This design comes from an exercise in tuning for small area on the open sky130 flow, not from production work.
In this exercise RTL edits were held to simulation tests only and were not proved equivalent to the original.

11-10:
==> flow/design.v <==
module calc_entry_fsm (
    input  logic        clk,
    input  logic        rst_n,
    input  logic [3:0]  key_val,
    input  logic        key_pressed,
    output logic [26:0] disp_mag,
    output logic        disp_neg,
    output logic        err,
    output logic        busy
);
    localparam logic [2:0] S_A = 3'd0, S_B = 3'd1, S_SHOW = 3'd2, S_ERR = 3'd3;
    localparam logic [1:0] OP_ADD = 2'd0, OP_SUB = 2'd1, OP_MUL = 2'd2, OP_DIV = 2'd3;
    localparam logic [26:0] MAX_MAG = 27'd99_999_999;
    localparam logic [4:0]  LFSR_START = 5'b00001, LFSR_END = 5'b10101;
    logic [2:0]  st, st_nx;
    logic        a_s, a_s_nx;        
    logic [26:0] a_m, a_m_nx;        
    logic [13:0] b, b_nx;
    logic        r_s, r_s_nx;        
    logic [26:0] r_m, r_m_nx;        
    logic [26:0] p, p_nx;            
    logic        ovf, ovf_nx;        
    logic [1:0]  op, op_nx;
    logic        bseen, bseen_nx;
    logic       is_digit, is_op, is_eq, is_clr;
    logic [1:0] key_op;
    always_comb begin
        is_digit = key_pressed && (key_val <= 4'd9);
        is_clr   = key_pressed && (key_val == 4'd11);
        is_eq    = key_pressed && (key_val == 4'd15);
        is_op    = key_pressed && (key_val == 4'd10 || key_val == 4'd12 ||
                                   key_val == 4'd13 || key_val == 4'd14);
        key_op   = {key_val[1], key_val[0] | ~key_val[2]};
    end
    logic [9:0]  dx;
    logic [13:0] dy;
    logic        a_small, b_small, b_nz, b_one;
    always_comb begin
        dx      = (st == S_B) ? b[9:0] : (st == S_A) ? a_m[9:0] : 10'd0;
        dy      = {dx, 3'b000} + {3'b000, dx, 1'b0} + {10'd0, key_val};
        a_small = (a_m[13:0] < 14'd1000);
        b_small = (b < 14'd1000);
        b_nz    = (b != 14'd0);
        b_one   = (b == 14'd1);
    end
    logic        dmode, eff_sub, ge, invx, invy, cin;
    logic [26:0] pg;
    logic [30:0] r0, r1, r2, r3, r4, u2;
    logic        u2_ovf, p_big, dge;
    always_comb begin
        dmode   = (st == S_B) && is_digit;
        eff_sub = (op == OP_SUB) ^ a_s;
        ge      = (a_m >= {13'd0, b});
        invx    = ~st[2] & eff_sub & ~ge;
        invy    = st[2] | (eff_sub & ge);
        cin     = ~dmode & (invx | invy);
        pg      = st[2] ? 27'd0 : p;
        r0      = {1'b0, pg, 3'b000};
        r1      = {3'b000, pg, cin};
        r2      = (dmode && key_val[3]) ? {1'b0, a_m, 3'b000} :
                  (dmode && key_val[2]) ? {2'b00, a_m, 2'b00} : 31'd0;
        r3      = dmode ? (key_val[1] ? {3'b000, a_m, 1'b0} : 31'd0)
                        : {{17{invx | invy}}, b ^ {14{invy}}};
        r4      = (dmode && !key_val[0]) ? 31'd0
                                         : {4'b0000, a_m[26:14], a_m[13:0] ^ {14{invx & ~dmode}}};
        u2      = r0 + r1 + r2 + r3 + r4;
        u2_ovf  = (u2[30:27] != 4'd0);
        p_big   = (p > MAX_MAG);
        dge     = ~(u2[15] ^ a_m[15]);
    end
    logic fin;
    always_comb begin
        st_nx    = st;
        a_s_nx   = a_s;
        a_m_nx   = a_m;
        b_nx     = b;
        r_s_nx   = r_s;
        r_m_nx   = r_m;
        p_nx     = '0;
        ovf_nx   = 1'b0;
        op_nx    = op;
        bseen_nx = bseen;
        fin      = 1'b0;
        if (is_clr) begin
            st_nx  = S_A;
            a_s_nx = 1'b0;
            a_m_nx = '0;
            r_s_nx = 1'b0;
            r_m_nx = '0;
        end else begin
            case (st)
                S_A: begin
                    if (is_digit) begin
                        if (a_small) a_m_nx = {13'd0, dy};
                    end else if (is_op) begin
                        op_nx    = key_op;
                        b_nx     = '0;
                        bseen_nx = 1'b0;
                        st_nx    = S_B;
                    end
                end
                S_B: begin
                    p_nx   = p;
                    ovf_nx = ovf;
                    if (is_digit) begin
                        bseen_nx = 1'b1;
                        if (b_small) begin
                            b_nx = dy;
                            if (op == OP_MUL) begin
                                p_nx   = u2[26:0];
                                ovf_nx = ovf | u2_ovf;
                            end
                        end
                    end else if ((is_op || is_eq) && bseen) begin
                        st_nx    = {1'b1, op == OP_DIV, is_op};
                        op_nx    = key_op;
                        case (op)
                            OP_ADD, OP_SUB: begin
                                p_nx   = u2[26:0];
                                ovf_nx = 1'b0;
                                a_s_nx = a_s ^ invx;
                            end
                            OP_DIV: begin
                                p_nx   = {a_m[25:0], a_m[26] & b_one};
                                ovf_nx = 1'b0;
                                a_m_nx = {7'd0, LFSR_START, 13'd0, a_m[26] & ~b_one, a_m[25]};
                            end
                            default: ;
                        endcase
                    end else if (is_op) begin
                        op_nx = key_op;
                    end
                end
                default: begin   
                    ovf_nx = ovf;
                    fin    = 1'b1;
                    if (st[1]) begin
                        fin = 1'b0;
                        if (!b_nz) begin
                            st_nx = S_ERR;
                        end else if (a_m[19:15] == LFSR_END) begin
                            fin = 1'b1;
                        end else begin
                            p_nx    = {p[25:0], dge};
                            a_m_nx  = {7'd0, a_m[18:15], a_m[19] ^ a_m[17],
                                       dge ? u2[13:0] : a_m[13:0], p[25]};
                        end
                    end
                    if (fin) begin
                        if (ovf || p_big) begin
                            st_nx  = S_ERR;
                            r_s_nx = 1'b0;
                            r_m_nx = '0;
                        end else begin
                            r_s_nx = a_s;
                            r_m_nx = p;
                            a_m_nx = p;
                            if (st[0]) begin
                                b_nx     = '0;
                                bseen_nx = 1'b0;
                                st_nx    = S_B;
                            end else begin
                                st_nx = S_SHOW;
                            end
                        end
                    end else if (!b_nz && st[1]) begin
                        r_s_nx = 1'b0;
                        r_m_nx = '0;
                    end
                end
                S_SHOW: begin
                    if (is_digit) begin
                        a_s_nx = 1'b0;
                        a_m_nx = {13'd0, dy};
                        st_nx  = S_A;
                    end else if (is_op) begin
                        op_nx    = key_op;
                        b_nx     = '0;
                        bseen_nx = 1'b0;
                        st_nx    = S_B;
                    end
                end
                S_ERR: ;
            endcase
        end
    end
    always_ff @(posedge clk or negedge rst_n) begin
        if (!rst_n) begin
            st  <= S_A;
            a_s <= 1'b0;
            a_m <= '0;
            r_s <= 1'b0;
            r_m <= '0;
        end else begin
            st  <= st_nx;
            a_s <= a_s_nx;
            a_m <= a_m_nx;
            r_s <= r_s_nx;
            r_m <= r_m_nx;
        end
    end
    always_ff @(posedge clk) begin
        b     <= b_nx;
        p     <= p_nx;
        ovf   <= ovf_nx;
        op    <= op_nx;
        bseen <= bseen_nx;
    end
    logic        d_s;
    always_comb begin
        if (st == S_A || (st == S_B && !b_nz)) begin
            d_s      = a_s;
            disp_mag = a_m;
        end else if (st == S_B) begin
            d_s      = 1'b0;
            disp_mag = {13'd0, b};
        end else begin
            d_s      = r_s;
            disp_mag = r_m;
        end
        disp_neg = d_s & (disp_mag != 27'd0);
        err      = (st == S_ERR);
        busy     = st[2];
    end
endmodule
==> flow/config.mk <==
export PLATFORM = sky130hd
export DESIGN_NAME = calc_entry_fsm
export DESIGN_NICKNAME = calc_entry_fsm
export VERILOG_FILES = /design/flow/design.v
export SDC_FILE = /design/flow/constraint.sdc
export NUM_CORES = 4
export LEC_CHECK = 0
export CAP_MARGIN = 20
export CORE_MARGIN = 2
export CORE_UTILIZATION = 40
export SLEW_MARGIN = 20
==> flow/constraint.sdc <==
create_clock -name core_clock -period 10.0 [get_ports {clk}]
set_input_delay 2.0000 -clock core_clock [delete_from_list [all_inputs] [get_ports {clk}]]
set_output_delay 2.0000 -clock core_clock [all_outputs]
set_load 0.01 [all_outputs]
run.sh (not shown) runs the stock make flow with config.mk's settings and CLKGATE_MAP_FILE= SYNTH_SCRIPT=/design/flow/synth_recipe.tcl, a recipe that flattens the netlist after the stock synthesis.
What 04-24 does differently from 11-10 at the input level:
-- flow/design.v --
<<< 11-10, line 12
    localparam logic [1:0] OP_ADD = 2'd0, OP_SUB = 2'd1, OP_MUL = 2'd2, OP_DIV = 2'd3;
    localparam logic [26:0] MAX_MAG = 27'd99_999_999;
    localparam logic [4:0]  LFSR_START = 5'b00001, LFSR_END = 5'b10101;
    logic [2:0]  st, st_nx;
    logic        a_s, a_s_nx;        
>>> 04-24, line 12
    localparam logic [1:0] OP_ADD = 2'd0, OP_SUB = 2'd1, OP_MUL = 2'd2, OP_DIV = 2'd3;
    localparam logic [26:0] MAX_MAG = 27'd99_999_999;
    logic [2:0]  st, st_nx;
    logic        a_s, a_s_nx;        
<<< 11-10, line 23
    logic [1:0]  op, op_nx;
    logic        bseen, bseen_nx;
    logic       is_digit, is_op, is_eq, is_clr;
    logic [1:0] key_op;
>>> 04-24, line 22
    logic [1:0]  op, op_nx;
    logic        bseen, bseen_nx;
    logic [4:0]  dcnt, dcnt_nx;
    logic       is_digit, is_op, is_eq, is_clr;
    logic [1:0] key_op;
<<< 11-10, line 67
        u2_ovf  = (u2[30:27] != 4'd0);
        p_big   = (p > MAX_MAG);
        dge     = ~(u2[15] ^ a_m[15]);
    end
    logic fin;
>>> 04-24, line 67
        u2_ovf  = (u2[30:27] != 4'd0);
        p_big   = (p > MAX_MAG);
        dge     = ~u2[15];
    end
    logic fin;
<<< 11-10, line 81
        op_nx    = op;
        bseen_nx = bseen;
        fin      = 1'b0;
        if (is_clr) begin
>>> 04-24, line 81
        op_nx    = op;
        bseen_nx = bseen;
        dcnt_nx  = '0;
        fin      = 1'b0;
        if (is_clr) begin
<<< 11-10, line 115
                        st_nx    = {1'b1, op == OP_DIV, is_op};
                        op_nx    = key_op;
                        case (op)
                            OP_ADD, OP_SUB: begin
>>> 04-24, line 116
                        st_nx    = {1'b1, op == OP_DIV, is_op};
                        op_nx    = key_op;
                        dcnt_nx  = '0;
                        case (op)
                            OP_ADD, OP_SUB: begin
<<< 11-10, line 124
                                p_nx   = {a_m[25:0], a_m[26] & b_one};
                                ovf_nx = 1'b0;
                                a_m_nx = {7'd0, LFSR_START, 13'd0, a_m[26] & ~b_one, a_m[25]};
                            end
                            default: ;
>>> 04-24, line 126
                                p_nx   = {a_m[25:0], a_m[26] & b_one};
                                ovf_nx = 1'b0;
                                a_m_nx = {25'd0, a_m[26] & ~b_one, a_m[25]};
                            end
                            default: ;
<<< 11-10, line 139
                        if (!b_nz) begin
                            st_nx = S_ERR;
                        end else if (a_m[19:15] == LFSR_END) begin
                            fin = 1'b1;
                        end else begin
                            p_nx    = {p[25:0], dge};
                            a_m_nx  = {7'd0, a_m[18:15], a_m[19] ^ a_m[17],
                                       dge ? u2[13:0] : a_m[13:0], p[25]};
                        end
                    end
>>> 04-24, line 141
                        if (!b_nz) begin
                            st_nx = S_ERR;
                        end else if (dcnt == 5'd26) begin
                            fin = 1'b1;
                        end else begin
                            dcnt_nx = dcnt + 5'd1;
                            p_nx    = {p[25:0], dge};
                            a_m_nx  = {12'd0, dge ? u2[13:0] : a_m[13:0], p[25]};
                        end
                    end
<<< 11-10, line 206
        op    <= op_nx;
        bseen <= bseen_nx;
    end
    logic        d_s;
>>> 04-24, line 208
        op    <= op_nx;
        bseen <= bseen_nx;
        dcnt  <= dcnt_nx;
    end
    logic        d_s;
--- outcome ---
04-24 has transition at the pin with the smallest max-transition slack below what 11-10 had. Changes observed in 04-24 relative to 11-10: number of diodes saw a decrease, final clock skew saw little to no change, placed wire-length estimate after detailed placement saw a decrease, gate count of the mapped netlist saw a decrease. 04-24 vs. 11-10: delay of the slowest cell on the worst path up 90 ps, final period utilization down 1.8 points, routed length on met1 down about 10%. The setup slack of 04-24 is larger than that of 11-10. 11-10 -> 04-24: die area decreased by a few percent.

* * *

job 5377:
Another version of the RTL of calc_entry_fsm (not shown whole).
Size in the first run: roughly 1300 cells after synthesis, about 110 flip-flops, about 11000 sq um of cells after synthesis.
make LEC_CHECK=0 CAP_MARGIN=20 CORE_MARGIN=2 CORE_UTILIZATION=40 SLEW_MARGIN=20 finish   # period 10.0 ns
The inputs of job 4986 differ from those of job 5377 as listed below.
-- flow/design.v --
<<< job 5377, line 14
    localparam logic [4:0]  LFSR_START = 5'b00001, LFSR_END = 5'b10101;
    logic [2:0]  st, st_nx;
    logic        init;               
    logic        a_s, a_s_nx;        
    logic [26:0] a_m, a_m_nx;        
>>> job 4986, line 14
    localparam logic [4:0]  LFSR_START = 5'b00001, LFSR_END = 5'b10101;
    logic [2:0]  st, st_nx;
    logic        a_s, a_s_nx;        
    logic [26:0] a_m, a_m_nx;        
<<< job 5377, line 47
    logic        dmode, divb, eff_sub, ge, invx, invy, cin, sel2m, sely, zero4;
    logic [26:0] pg;
    logic [27:0] r0, r1, r2, r3, r4, u2;
    logic        u2_ovf, p_big, p_7, m_ovf, dge;
    always_comb begin
        dmode   = (st == S_B) && is_digit;
>>> job 4986, line 46
    logic        dmode, divb, eff_sub, ge, invx, invy, cin, sel2m, sely, zero4;
    logic [26:0] pg;
    logic [30:0] r0, r1, r2, r3, r4, u2;
    logic        u2_ovf, p_big, dge;
    always_comb begin
        dmode   = (st == S_B) && is_digit;
<<< job 5377, line 61
        zero4   = dmode ? ~key_val[0] : divb;
        pg      = st[2] ? 27'd0 : p;
        r0      = {pg[24:0], 3'b000};
        r1      = {pg, cin};
        r2      = (dmode && key_val[3]) ? {a_m[24:0], 3'b000} :
                  (dmode && key_val[2]) ? {a_m[25:0], 2'b00} : 28'd0;
        r3      = sel2m ? {a_m, 1'b0} :
                  sely  ? {{14{invx | invy}}, b ^ {14{invy}}} : 28'd0;
        r4      = zero4 ? 28'd0 : {1'b0, a_m[26:14], a_m[13:0] ^ {14{invx}}};
        u2      = r0 + r1 + r2 + r3 + r4;
        p_7     = (p >= 27'd10_000_000);
        m_ovf   = ((a_m[26:24] != 3'd0) && (key_val[3] || (key_val[2] && key_val[1]))) ||
                  ((a_m[26:25] != 2'd0) && (key_val[3] || key_val[2] || (key_val[1] && key_val[0])));
        u2_ovf  = u2[27] | p_7 | m_ovf;
        p_big   = (p > MAX_MAG);
        dge     = ~u2[15];
>>> job 4986, line 60
        zero4   = dmode ? ~key_val[0] : divb;
        pg      = st[2] ? 27'd0 : p;
        r0      = {1'b0, pg, 3'b000};
        r1      = {3'b000, pg, cin};
        r2      = (dmode && key_val[3]) ? {1'b0, a_m, 3'b000} :
                  (dmode && key_val[2]) ? {2'b00, a_m, 2'b00} : 31'd0;
        r3      = sel2m ? {3'b000, a_m, 1'b0} :
                  sely  ? {{17{invx | invy}}, b ^ {14{invy}}} : 31'd0;
        r4      = zero4 ? 31'd0 : {4'b0000, a_m[26:14], a_m[13:0] ^ {14{invx}}};
        u2      = r0 + r1 + r2 + r3 + r4;
        u2_ovf  = (u2[30:27] != 4'd0);
        p_big   = (p > MAX_MAG);
        dge     = ~u2[15];
<<< job 5377, line 190
            endcase
        end
        if (!init) begin
            a_s_nx = 1'b0;
            r_s_nx = 1'b0;
            r_m_nx = '0;
        end
    end
    always_ff @(posedge clk or negedge rst_n) begin
        if (!rst_n) begin
            st   <= S_A;
            a_m  <= '0;
            init <= 1'b0;
        end else begin
            st   <= st_nx;
            a_m  <= a_m_nx;
            init <= 1'b1;
        end
    end
    always_ff @(posedge clk) begin
        a_s   <= a_s_nx;
        r_s   <= r_s_nx;
        r_m   <= r_m_nx;
        b     <= b_nx;
        p     <= p_nx;
>>> job 4986, line 186
            endcase
        end
    end
    always_ff @(posedge clk or negedge rst_n) begin
        if (!rst_n) begin
            st  <= S_A;
            a_s <= 1'b0;
            a_m <= '0;
            r_s <= 1'b0;
            r_m <= '0;
        end else begin
            st  <= st_nx;
            a_s <= a_s_nx;
            a_m <= a_m_nx;
            r_s <= r_s_nx;
            r_m <= r_m_nx;
        end
    end
    always_ff @(posedge clk) begin
        b     <= b_nx;
        p     <= p_nx;
Results
- Job 4986 against job 5377: maximum frequency lost 0.84 MHz; worst reg-to-reg path cell count decreased by about 8% relative to the old numbers; placement-stage cell area has increased; critical path depth fell 5.
- [compare] base=job 5377 new=job 4986: share of the final layout cell area in multi-input gates flat; core utilization fell 0.28 points; average wire length per cell after detail routing increased by 1.4% relative to the old numbers; total number of vias saw an increase.
- Against job 5377, job 4986 comes in 0.31 points higher on synthesis-to-layout area growth.

-- separate check: timing with driven ports --
The results above use ideal ports. As a check the final layouts listed here were re-extracted and re-timed, cells and wires unchanged. Step 1 (the two cells are an assumption about what drives the block):
set clk [get_ports {clk}]
set_driving_cell -lib_cell sky130_fd_sc_hd__clkbuf_16 $clk
set_driving_cell -lib_cell sky130_fd_sc_hd__buf_2 [delete_from_list [all_inputs] $clk]
Step 2 adds t to the input delays and takes it off the output delays; t is the mean of the earliest and latest rising clock arrival at the registers after step 1. Input paths then give back, and output paths get back, about the clock's delay inside the block. Slacks: no drivers / after step 1 / after step 2; pairs: no drivers / after step 1.
run | shift t [ns] | setup WS [ns] | hold slack, ns | latest minus earliest clock arrival (ns) | worst slew at a driven data input, ns
11-10 | 0.414 | 1.371 / 1.387 / 0.973 | 0.498 / 0.498 / 0.498 | 0.022 / 0.022 | 0.03
04-24 | 0.419 | 1.548 / 1.572 / 1.153 | 0.477 / 0.477 / 0.477 | 0.020 / 0.020 | 0.03
job 5377 | 0.410 | 2.208 / 2.226 / 1.816 | 0.453 / 0.453 / 0.453 | 0.012 / 0.012 | 0.04
job 4986 | 0.419 | 2.157 / 2.186 / 1.767 | 0.505 / 0.505 / 0.505 | 0.020 / 0.021 | 0.03
After both steps setup and hold are still met in every run listed. For 11-10, which loses most, drivers alone change the setup slack by +0.016 ns; drivers and shift together by -0.398 ns.
